From an optimization exercise on the open Yosys and OpenROAD flow, aimed at small area, a short achievable clock period and few clock cycles; shortcuts taken in it are not production practice.
Where RTL was checked, it was by simulation tests only, not by an equivalence proof against the original.
Power and IR drop assume default switching activity.

==> flow/design.v <==
package mrhm_pkg;
   localparam int COUNT_BITS = 32;
   localparam int DEBOUNCE_BITS = 10;
   localparam int TIMEOUT_BITS  = 32;
   localparam int SECONDS_BITS  = 32;
   localparam int TICKS_BITS    = 32;
   localparam int CSR_DATA_BITS = 32;
   localparam logic [DEBOUNCE_BITS-1:0] DEBOUNCE_RESET = 10'd50;
   localparam logic [TIMEOUT_BITS-1:0]  TIMEOUT_RESET  = 32'd60000;
   typedef enum logic [0:0] {
      CSR_DEBOUNCE = 1'b0,
      CSR_TIMEOUT  = 1'b1
   } csr_index_type;
   typedef enum logic [1:0] {
      MODE_IDLE  = 2'd0,
      MODE_RUN   = 2'd1,
      MODE_PAUSE = 2'd2
   } mode_type;
   typedef enum logic [2:0] {
      EV_NONE   = 3'd0,
      EV_START  = 3'd1,
      EV_PAUSE  = 3'd2,
      EV_RESUME = 3'd3,
      EV_FINISH = 3'd4
   } event_type;
   typedef struct packed {
      logic [DEBOUNCE_BITS-1:0] debounce_ticks;
      logic [TIMEOUT_BITS-1:0]  timeout_ticks;
   } cfg_type;
   typedef struct packed {
      logic                     qualified_level;
      logic [DEBOUNCE_BITS-1:0] stable_count;
      mode_type                 run_mode;
      logic [COUNT_BITS-1:0]    elapsed;
      logic [COUNT_BITS-1:0]    on_total;
      logic [COUNT_BITS-1:0]    off_total;
      logic [SECONDS_BITS-1:0]  start_stamp;
      logic [SECONDS_BITS-1:0]  end_stamp;
   } meter_state_type;
endpackage
module mrhm_step
(
   input  logic                                       cur_run,
   input  logic                                       cur_pause,
   input  logic [mrhm_pkg::DEBOUNCE_BITS-1:0]         cur_stable,
   input  logic                                       cur_stable_ge,
   input  logic [mrhm_pkg::COUNT_BITS-1:0]            cur_elapsed1,
   input  logic                                       cur_elapsed_max,
   input  logic [mrhm_pkg::TICKS_BITS-1:0]            cur_run_sum,
   input  logic [mrhm_pkg::TICKS_BITS-1:0]            cur_on,
   input  logic [mrhm_pkg::TICKS_BITS-1:0]            cur_off,
   input  logic [mrhm_pkg::SECONDS_BITS-1:0]          cur_start,
   input  logic [mrhm_pkg::SECONDS_BITS-1:0]          cur_end,
   input  mrhm_pkg::cfg_type                          cfg,
   input  logic                                       raw_level,
   input  logic [mrhm_pkg::SECONDS_BITS-1:0]          wall_seconds,
   output logic                                       nxt_run,
   output logic                                       nxt_pause,
   output logic [mrhm_pkg::DEBOUNCE_BITS-1:0]         nxt_stable,
   output logic                                       nxt_stable_ge,
   output logic [mrhm_pkg::COUNT_BITS-1:0]            nxt_elapsed1,
   output logic                                       nxt_elapsed_max,
   output logic [mrhm_pkg::TICKS_BITS-1:0]            nxt_run_sum,
   output logic [mrhm_pkg::TICKS_BITS-1:0]            nxt_on,
   output logic [mrhm_pkg::TICKS_BITS-1:0]            nxt_off,
   output logic [mrhm_pkg::SECONDS_BITS-1:0]          nxt_start,
   output logic [mrhm_pkg::SECONDS_BITS-1:0]          nxt_end,
   output mrhm_pkg::event_type                        tick_event
);
   logic                             cur_idle;
   logic                             differs, counting, flip, timed_out;
   logic                             ev_start, ev_pause, ev_resume, ev_finish;
   logic [mrhm_pkg::DEBOUNCE_BITS:0] stable_inc;
   logic                             elapsed1_max;
   logic [mrhm_pkg::TICKS_BITS-1:0]  sum, other;
   assign cur_idle  = !cur_run && !cur_pause;
   assign differs    = raw_level ^ cur_run;
   assign counting   = differs && !cur_stable_ge;
   assign flip       = differs && cur_stable_ge;
   assign stable_inc = {1'b0, cur_stable} + 1'b1;
   assign nxt_stable = counting ? stable_inc[mrhm_pkg::DEBOUNCE_BITS-1:0] : '0;
   assign nxt_stable_ge = counting ? (stable_inc >= {1'b0, cfg.debounce_ticks})
                                   : (cfg.debounce_ticks == '0);
   assign timed_out = cur_elapsed1 >= cfg.timeout_ticks;
   assign ev_start  = cur_idle  && flip;
   assign ev_pause  = cur_run   && flip;
   assign ev_resume = cur_pause && flip;
   assign ev_finish = cur_pause && !flip && timed_out;
   assign nxt_run   = cur_run ^ flip;
   assign nxt_pause = ev_pause || (cur_pause && !flip && !timed_out);
   assign elapsed1_max    = &cur_elapsed1;
   assign nxt_elapsed1    = flip ? mrhm_pkg::COUNT_BITS'(1)
                          : elapsed1_max ? cur_elapsed1 : cur_elapsed1 + 1'b1;
   assign nxt_elapsed_max = !flip && elapsed1_max;
   assign sum   = cur_elapsed_max ? cur_run_sum : cur_run_sum + 1'b1;
   assign other = cur_run ? cur_off : cur_on;
   assign nxt_run_sum = !flip ? sum : cur_idle ? '0 : other;
   assign nxt_on    = ev_start ? '0 : ev_pause  ? sum : cur_on;
   assign nxt_off   = ev_start ? '0 : ev_resume ? sum : cur_off;
   assign nxt_start = ev_start ? wall_seconds : cur_start;
   assign nxt_end   = ev_pause ? wall_seconds : cur_end;
   assign tick_event = mrhm_pkg::event_type'({ev_finish, ev_pause | ev_resume,
                                              ev_start | ev_resume});
endmodule
module machine_run_hour_meter
(
   input  logic         clock,
   input  logic         reset,
   input  logic         req_tvalid,
   output logic         req_tready,
   input  logic [39:0]  req_tdata,    
   output logic         rsp_tvalid,
   input  logic         rsp_tready,
   output logic [135:0] rsp_tdata,
   input  logic                               csr_we,
   input  mrhm_pkg::csr_index_type            csr_index,
   input  logic [mrhm_pkg::CSR_DATA_BITS-1:0] csr_wdata
);
   mrhm_pkg::cfg_type                 cfg_ff;
   logic                              run_ff, pause_ff;
   logic [mrhm_pkg::DEBOUNCE_BITS-1:0] stable_ff;
   logic                              stable_ge_ff;
   logic [mrhm_pkg::COUNT_BITS-1:0]   elapsed1_ff;
   logic                              elapsed_max_ff;
   logic [mrhm_pkg::TICKS_BITS-1:0]   run_sum_ff;
   logic [mrhm_pkg::TICKS_BITS-1:0]   on_ff, off_ff;
   logic [mrhm_pkg::SECONDS_BITS-1:0] start_ff, end_ff;
   mrhm_pkg::event_type               event_ff;
   logic                              rsp_valid_ff;
   logic                              nxt_run, nxt_pause;
   logic [mrhm_pkg::DEBOUNCE_BITS-1:0] nxt_stable;
   logic                              nxt_stable_ge;
   logic [mrhm_pkg::COUNT_BITS-1:0]   nxt_elapsed1;
   logic                              nxt_elapsed_max;
   logic [mrhm_pkg::TICKS_BITS-1:0]   nxt_run_sum;
   logic [mrhm_pkg::DEBOUNCE_BITS-1:0] debounce_in;
   logic [mrhm_pkg::TICKS_BITS-1:0]   nxt_on, nxt_off;
   logic [mrhm_pkg::SECONDS_BITS-1:0] nxt_start, nxt_end;
   mrhm_pkg::event_type               tick_event;
   logic                              req_accept;
   assign req_tready = !rsp_valid_ff || rsp_tready;
   assign req_accept = req_tvalid && req_tready;
   always_ff @(posedge clock) begin
      if (reset) begin
         cfg_ff.debounce_ticks <= mrhm_pkg::DEBOUNCE_RESET;
         cfg_ff.timeout_ticks  <= mrhm_pkg::TIMEOUT_RESET;
      end else if (csr_we) begin
         if (csr_index == mrhm_pkg::CSR_DEBOUNCE)
            cfg_ff.debounce_ticks <= csr_wdata[mrhm_pkg::DEBOUNCE_BITS-1:0];
         else
            cfg_ff.timeout_ticks  <= csr_wdata[mrhm_pkg::TIMEOUT_BITS-1:0];
      end
   end
   assign debounce_in = (csr_we && csr_index == mrhm_pkg::CSR_DEBOUNCE)
                      ? csr_wdata[mrhm_pkg::DEBOUNCE_BITS-1:0] : cfg_ff.debounce_ticks;
   mrhm_step u_step (
      .cur_run      (run_ff),
      .cur_pause    (pause_ff),
      .cur_stable   (stable_ff),
      .cur_stable_ge (stable_ge_ff),
      .cur_elapsed1 (elapsed1_ff),
      .cur_elapsed_max (elapsed_max_ff),
      .cur_run_sum  (run_sum_ff),
      .cur_on       (on_ff),
      .cur_off      (off_ff),
      .cur_start    (start_ff),
      .cur_end      (end_ff),
      .cfg          (cfg_ff),
      .raw_level    (req_tdata[0] | req_tdata[1]),
      .wall_seconds (req_tdata[33:2]),
      .nxt_run      (nxt_run),
      .nxt_pause    (nxt_pause),
      .nxt_stable   (nxt_stable),
      .nxt_stable_ge (nxt_stable_ge),
      .nxt_elapsed1 (nxt_elapsed1),
      .nxt_elapsed_max (nxt_elapsed_max),
      .nxt_run_sum  (nxt_run_sum),
      .nxt_on       (nxt_on),
      .nxt_off      (nxt_off),
      .nxt_start    (nxt_start),
      .nxt_end      (nxt_end),
      .tick_event   (tick_event)
   );
   always_ff @(posedge clock) begin
      if (reset) begin
         run_ff      <= 1'b0;
         pause_ff    <= 1'b0;
         stable_ff   <= '0;
         elapsed1_ff <= mrhm_pkg::COUNT_BITS'(1);
         elapsed_max_ff <= 1'b0;
         run_sum_ff  <= '0;
         on_ff       <= '0;
         off_ff      <= '0;
         start_ff    <= '0;
         end_ff      <= '0;
      end else if (req_accept) begin
         run_ff      <= nxt_run;
         pause_ff    <= nxt_pause;
         stable_ff   <= nxt_stable;
         elapsed1_ff <= nxt_elapsed1;
         elapsed_max_ff <= nxt_elapsed_max;
         run_sum_ff  <= nxt_run_sum;
         on_ff       <= nxt_on;
         off_ff      <= nxt_off;
         start_ff    <= nxt_start;
         end_ff      <= nxt_end;
      end
   end
   always_ff @(posedge clock) begin
      if (reset) begin
         stable_ge_ff <= 1'b0;
      end else if (req_accept) begin
         stable_ge_ff <= nxt_stable_ge;
      end else begin
         stable_ge_ff <= stable_ff >= debounce_in;
      end
   end
   always_ff @(posedge clock) begin
      if (req_accept) begin
         event_ff <= tick_event;
      end
   end
   always_ff @(posedge clock) begin
      if (reset) begin
         rsp_valid_ff <= 1'b0;
      end else if (req_accept) begin
         rsp_valid_ff <= 1'b1;
      end else if (rsp_tready) begin
         rsp_valid_ff <= 1'b0;
      end
   end
   assign rsp_tvalid = rsp_valid_ff;
   assign rsp_tdata  = {3'b000, end_ff, start_ff, off_ff, on_ff,
                        pause_ff, run_ff, event_ff};
endmodule
==> flow/config.mk <==
export PLATFORM = sky130hd
export DESIGN_NAME = machine_run_hour_meter
export DESIGN_NICKNAME = machine_run_hour_meter
export VERILOG_FILES = /design/flow/design.v
export SDC_FILE = /design/flow/constraint.sdc
export NUM_CORES = 4
export LEC_CHECK = 0
export CAP_MARGIN = 20
export CORE_MARGIN = 2
export CORE_UTILIZATION = 40
export SETUP_SLACK_MARGIN = 2.5
export SLEW_MARGIN = 20
==> flow/constraint.sdc <==
create_clock -name core_clock -period 5.0 [get_ports {clock}]
set_input_delay 1.0000 -clock core_clock [delete_from_list [all_inputs] [get_ports {clock}]]
set_output_delay 1.0000 -clock core_clock [all_outputs]
set_load 0.01 [all_outputs]
standard.sh (not shown) runs the stock make flow with config.mk's settings and CLKGATE_MAP_FILE= SYNTH_SCRIPT=/design/flow/synth_recipe.tcl, a recipe that flattens the netlist after the stock synthesis.
==> flow/flow/run.sh <==
#!/bin/bash
export BUFFER_PORTS_ARGS="-buffer_cell sky130_fd_sc_hd__buf_1"
bash standard.sh finish > standard.log 2>&1
Testbench counts at the start, summed over its fixed seeds: cycles 24,082.
Rerun with:
--- a/flow/design.v
+++ b/flow/design.v
@@ -69,18 +69,21 @@
 );
    logic                             cur_idle;
    logic                             differs, counting, flip, timed_out;
    logic                             ev_start, ev_pause, ev_resume, ev_finish;
-   logic [mrhm_pkg::DEBOUNCE_BITS:0] stable_inc;
+   logic [mrhm_pkg::DEBOUNCE_BITS-1:0] stable_inc;
    logic                             elapsed1_max;
    logic [mrhm_pkg::TICKS_BITS-1:0]  sum, other;
    assign cur_idle  = !cur_run && !cur_pause;
    assign differs    = raw_level ^ cur_run;
    assign counting   = differs && !cur_stable_ge;
    assign flip       = differs && cur_stable_ge;
-   assign stable_inc = {1'b0, cur_stable} + 1'b1;
-   assign nxt_stable = counting ? stable_inc[mrhm_pkg::DEBOUNCE_BITS-1:0] : '0;
-   assign nxt_stable_ge = counting ? (stable_inc >= {1'b0, cfg.debounce_ticks})
+   assign stable_inc = cur_stable + 1'b1;
+   assign nxt_stable = counting ? stable_inc : '0;
+   logic [mrhm_pkg::DEBOUNCE_BITS-1:0] carry_in;
+   assign carry_in = {cur_stable[mrhm_pkg::DEBOUNCE_BITS-2:0]
+                      & ~cfg.debounce_ticks[mrhm_pkg::DEBOUNCE_BITS-2:0], 1'b1};
+   assign nxt_stable_ge = counting ? ((cur_stable ^ cfg.debounce_ticks) == carry_in)
                                    : (cfg.debounce_ticks == '0);
    assign timed_out = cur_elapsed1 >= cfg.timeout_ticks;
    assign ev_start  = cur_idle  && flip;
    assign ev_pause  = cur_run   && flip;
The new run produced a clean layout; power climbs by 3.2%; synthesized area climbs by 3.9%; maximum frequency climbs by 2.9%; wire length climbs by 9.0%; sequential power is about the same; non-clock buffer count climbs by 11; clock-buffer cell count is unchanged; worst setup slack is better by 0.073 ns; register-to-register slack is better by 0.07 ns; cell count climbs by 4.5%; critical path depth drops by 5; via count climbs by 9.6%; final area climbs by 3.1%.
For the second run of this note, only the layout was checked, not whether the RTL still works.

## the previous run
Starts from the design.v that is shown in full above.
==> flow/config.mk <==
export PLATFORM = sky130hd
export DESIGN_NAME = machine_run_hour_meter
export DESIGN_NICKNAME = machine_run_hour_meter
export VERILOG_FILES = /design/flow/design.v
export SDC_FILE = /design/flow/constraint.sdc
export NUM_CORES = 4
export LEC_CHECK = 0
export CAP_MARGIN = 20
export CORE_MARGIN = 2
export CORE_UTILIZATION = 40
export CTS_CLUSTER_DIAMETER = 100
export CTS_CLUSTER_SIZE = 30
export SETUP_SLACK_MARGIN = 2.5
export SLEW_MARGIN = 20
==> flow/constraint.sdc <==
create_clock -name core_clock -period 5.0 [get_ports {clock}]
set_input_delay 1.0000 -clock core_clock [delete_from_list [all_inputs] [get_ports {clock}]]
set_output_delay 1.0000 -clock core_clock [all_outputs]
set_load 0.01 [all_outputs]
Scripts as last shown in full above: flow/flow/run.sh
The previous run closes out successfully: all stages finished, all timing, DRC and antenna checks passed.
Testbench counts of the previous run, summed over its fixed seeds: cycles 24,082.
Modified inputs, the current run compared to the previous run
diff --git a/flow/design.v b/flow/design.v
--- a/flow/design.v
+++ b/flow/design.v
@@ -62,32 +62,30 @@
    output logic                                       nxt_elapsed_max,
    output logic [mrhm_pkg::TICKS_BITS-1:0]            nxt_run_sum,
    output logic [mrhm_pkg::TICKS_BITS-1:0]            nxt_on,
    output logic [mrhm_pkg::TICKS_BITS-1:0]            nxt_off,
    output logic [mrhm_pkg::SECONDS_BITS-1:0]          nxt_start,
-   output logic [mrhm_pkg::SECONDS_BITS-1:0]          nxt_end,
-   output mrhm_pkg::event_type                        tick_event
+   output logic [mrhm_pkg::SECONDS_BITS-1:0]          nxt_end
 );
    logic                             cur_idle;
    logic                             differs, counting, flip, timed_out;
-   logic                             ev_start, ev_pause, ev_resume, ev_finish;
-   logic [mrhm_pkg::DEBOUNCE_BITS:0] stable_inc;
+   logic                             ev_start, ev_pause, ev_resume;
+   logic [mrhm_pkg::DEBOUNCE_BITS-1:0] stable_inc;
    logic                             elapsed1_max;
    logic [mrhm_pkg::TICKS_BITS-1:0]  sum, other;
    assign cur_idle  = !cur_run && !cur_pause;
    assign differs    = raw_level ^ cur_run;
    assign counting   = differs && !cur_stable_ge;
    assign flip       = differs && cur_stable_ge;
-   assign stable_inc = {1'b0, cur_stable} + 1'b1;
-   assign nxt_stable = counting ? stable_inc[mrhm_pkg::DEBOUNCE_BITS-1:0] : '0;
-   assign nxt_stable_ge = counting ? (stable_inc >= {1'b0, cfg.debounce_ticks})
+   assign stable_inc = cur_stable + 1'b1;
+   assign nxt_stable = counting ? stable_inc : '0;
+   assign nxt_stable_ge = counting ? (cur_stable == cfg.debounce_ticks - 1'b1)
                                    : (cfg.debounce_ticks == '0);
    assign timed_out = cur_elapsed1 >= cfg.timeout_ticks;
    assign ev_start  = cur_idle  && flip;
    assign ev_pause  = cur_run   && flip;
    assign ev_resume = cur_pause && flip;
-   assign ev_finish = cur_pause && !flip && timed_out;
    assign nxt_run   = cur_run ^ flip;
    assign nxt_pause = ev_pause || (cur_pause && !flip && !timed_out);
    assign elapsed1_max    = &cur_elapsed1;
    assign nxt_elapsed1    = flip ? mrhm_pkg::COUNT_BITS'(1)
                           : elapsed1_max ? cur_elapsed1 : cur_elapsed1 + 1'b1;
@@ -97,12 +95,10 @@
    assign nxt_run_sum = !flip ? sum : cur_idle ? '0 : other;
    assign nxt_on    = ev_start ? '0 : ev_pause  ? sum : cur_on;
    assign nxt_off   = ev_start ? '0 : ev_resume ? sum : cur_off;
    assign nxt_start = ev_start ? wall_seconds : cur_start;
    assign nxt_end   = ev_pause ? wall_seconds : cur_end;
-   assign tick_event = mrhm_pkg::event_type'({ev_finish, ev_pause | ev_resume,
-                                              ev_start | ev_resume});
 endmodule
 module machine_run_hour_meter
 (
    input  logic         clock,
    input  logic         reset,
@@ -123,22 +119,22 @@
    logic [mrhm_pkg::COUNT_BITS-1:0]   elapsed1_ff;
    logic                              elapsed_max_ff;
    logic [mrhm_pkg::TICKS_BITS-1:0]   run_sum_ff;
    logic [mrhm_pkg::TICKS_BITS-1:0]   on_ff, off_ff;
    logic [mrhm_pkg::SECONDS_BITS-1:0] start_ff, end_ff;
-   mrhm_pkg::event_type               event_ff;
+   logic                              prev_run_ff, prev_pause_ff;
+   mrhm_pkg::event_type               rsp_event;
    logic                              rsp_valid_ff;
    logic                              nxt_run, nxt_pause;
    logic [mrhm_pkg::DEBOUNCE_BITS-1:0] nxt_stable;
    logic                              nxt_stable_ge;
    logic [mrhm_pkg::COUNT_BITS-1:0]   nxt_elapsed1;
    logic                              nxt_elapsed_max;
    logic [mrhm_pkg::TICKS_BITS-1:0]   nxt_run_sum;
    logic [mrhm_pkg::DEBOUNCE_BITS-1:0] debounce_in;
    logic [mrhm_pkg::TICKS_BITS-1:0]   nxt_on, nxt_off;
    logic [mrhm_pkg::SECONDS_BITS-1:0] nxt_start, nxt_end;
-   mrhm_pkg::event_type               tick_event;
    logic                              req_accept;
    assign req_tready = !rsp_valid_ff || rsp_tready;
    assign req_accept = req_tvalid && req_tready;
    always_ff @(posedge clock) begin
       if (reset) begin
@@ -176,12 +172,11 @@
       .nxt_elapsed_max (nxt_elapsed_max),
       .nxt_run_sum  (nxt_run_sum),
       .nxt_on       (nxt_on),
       .nxt_off      (nxt_off),
       .nxt_start    (nxt_start),
-      .nxt_end      (nxt_end),
-      .tick_event   (tick_event)
+      .nxt_end      (nxt_end)
    );
    always_ff @(posedge clock) begin
       if (reset) begin
          run_ff      <= 1'b0;
          pause_ff    <= 1'b0;
@@ -215,13 +210,18 @@
          stable_ge_ff <= stable_ff >= debounce_in;
       end
    end
    always_ff @(posedge clock) begin
       if (req_accept) begin
-         event_ff <= tick_event;
-      end
-   end
+         prev_run_ff   <= run_ff;
+         prev_pause_ff <= pause_ff;
+      end
+   end
+   assign rsp_event = mrhm_pkg::event_type'({
+      prev_pause_ff && !run_ff && !pause_ff,
+      (prev_run_ff && pause_ff) || (prev_pause_ff && run_ff),
+      run_ff && !prev_run_ff});
    always_ff @(posedge clock) begin
       if (reset) begin
          rsp_valid_ff <= 1'b0;
       end else if (req_accept) begin
          rsp_valid_ff <= 1'b1;
@@ -229,7 +229,7 @@
          rsp_valid_ff <= 1'b0;
       end
    end
    assign rsp_tvalid = rsp_valid_ff;
    assign rsp_tdata  = {3'b000, end_ff, start_ff, off_ff, on_ff,
-                        pause_ff, run_ff, event_ff};
+                        pause_ff, run_ff, rsp_event};
 endmodule
## What came out
- In terms of clock-cell share of area, the current run and the previous run differ only marginally.
- In summary, the current run completed successfully, with a layout that passed the timing, design-rule and antenna checks.
- Both conditions hold for the previous run: the flow ran to the end and the final layout passed the timing, design-rule and antenna checks.
- Largest net degree at the start of global routing (the previous run / the current run): 1.9
- Taking the previous run as the reference point, the required time of the critical path of the current run falls by 0.03 ns.
- The previous run and the current run ended up with nearly the same design area.
- Of the previous run and the current run, the current run shows the lower final critical delay including setup and external delays, with the previous run above it.
- Clock buffer count for the current run is lower than for the previous run.
Testbench counts of the current run, summed over its fixed seeds: cycles 24,082.

[what the ideal ports hide]
Ports are ideal in the flow. The routed layouts listed here were re-timed in OpenROAD. Step 1 assumes that a clkbuf_16 drives the clock port and a buf_2 every other input. Step 2 adds t to the input delays and takes it off the output delays; t is the mean of the earliest and latest rising clock arrival at the registers after step 1. Input paths then give back, and output paths get back, about the clock's delay inside the block. Slacks: ideal ports / drivers / drivers and shift; pairs: ideal ports / drivers.
run	t, ns	slack for setup (ns)	clock arrival spread, ns	worst register clock-pin slew, ns	worst data-port slew with drivers (ns)
the first run of note 1	0.609	2.455 / 2.455 / 1.976	0.025 / 0.024	0.06 / 0.06	0.06
the second run of note 1	0.603	2.527 / 2.512 / 2.007	0.033 / 0.033	0.06 / 0.06	0.07
the previous run	0.548	2.506 / 2.506 / 2.044	0.023 / 0.023	0.12 / 0.12	0.06
the current run	0.540	2.542 / 2.519 / 2.035	0.028 / 0.027	0.12 / 0.12	0.07
After both steps every run listed still meets setup and hold. The setup slack of the second run of note 1, which loses most, moves by -0.015 ns with the drivers and by -0.520 ns with both steps.
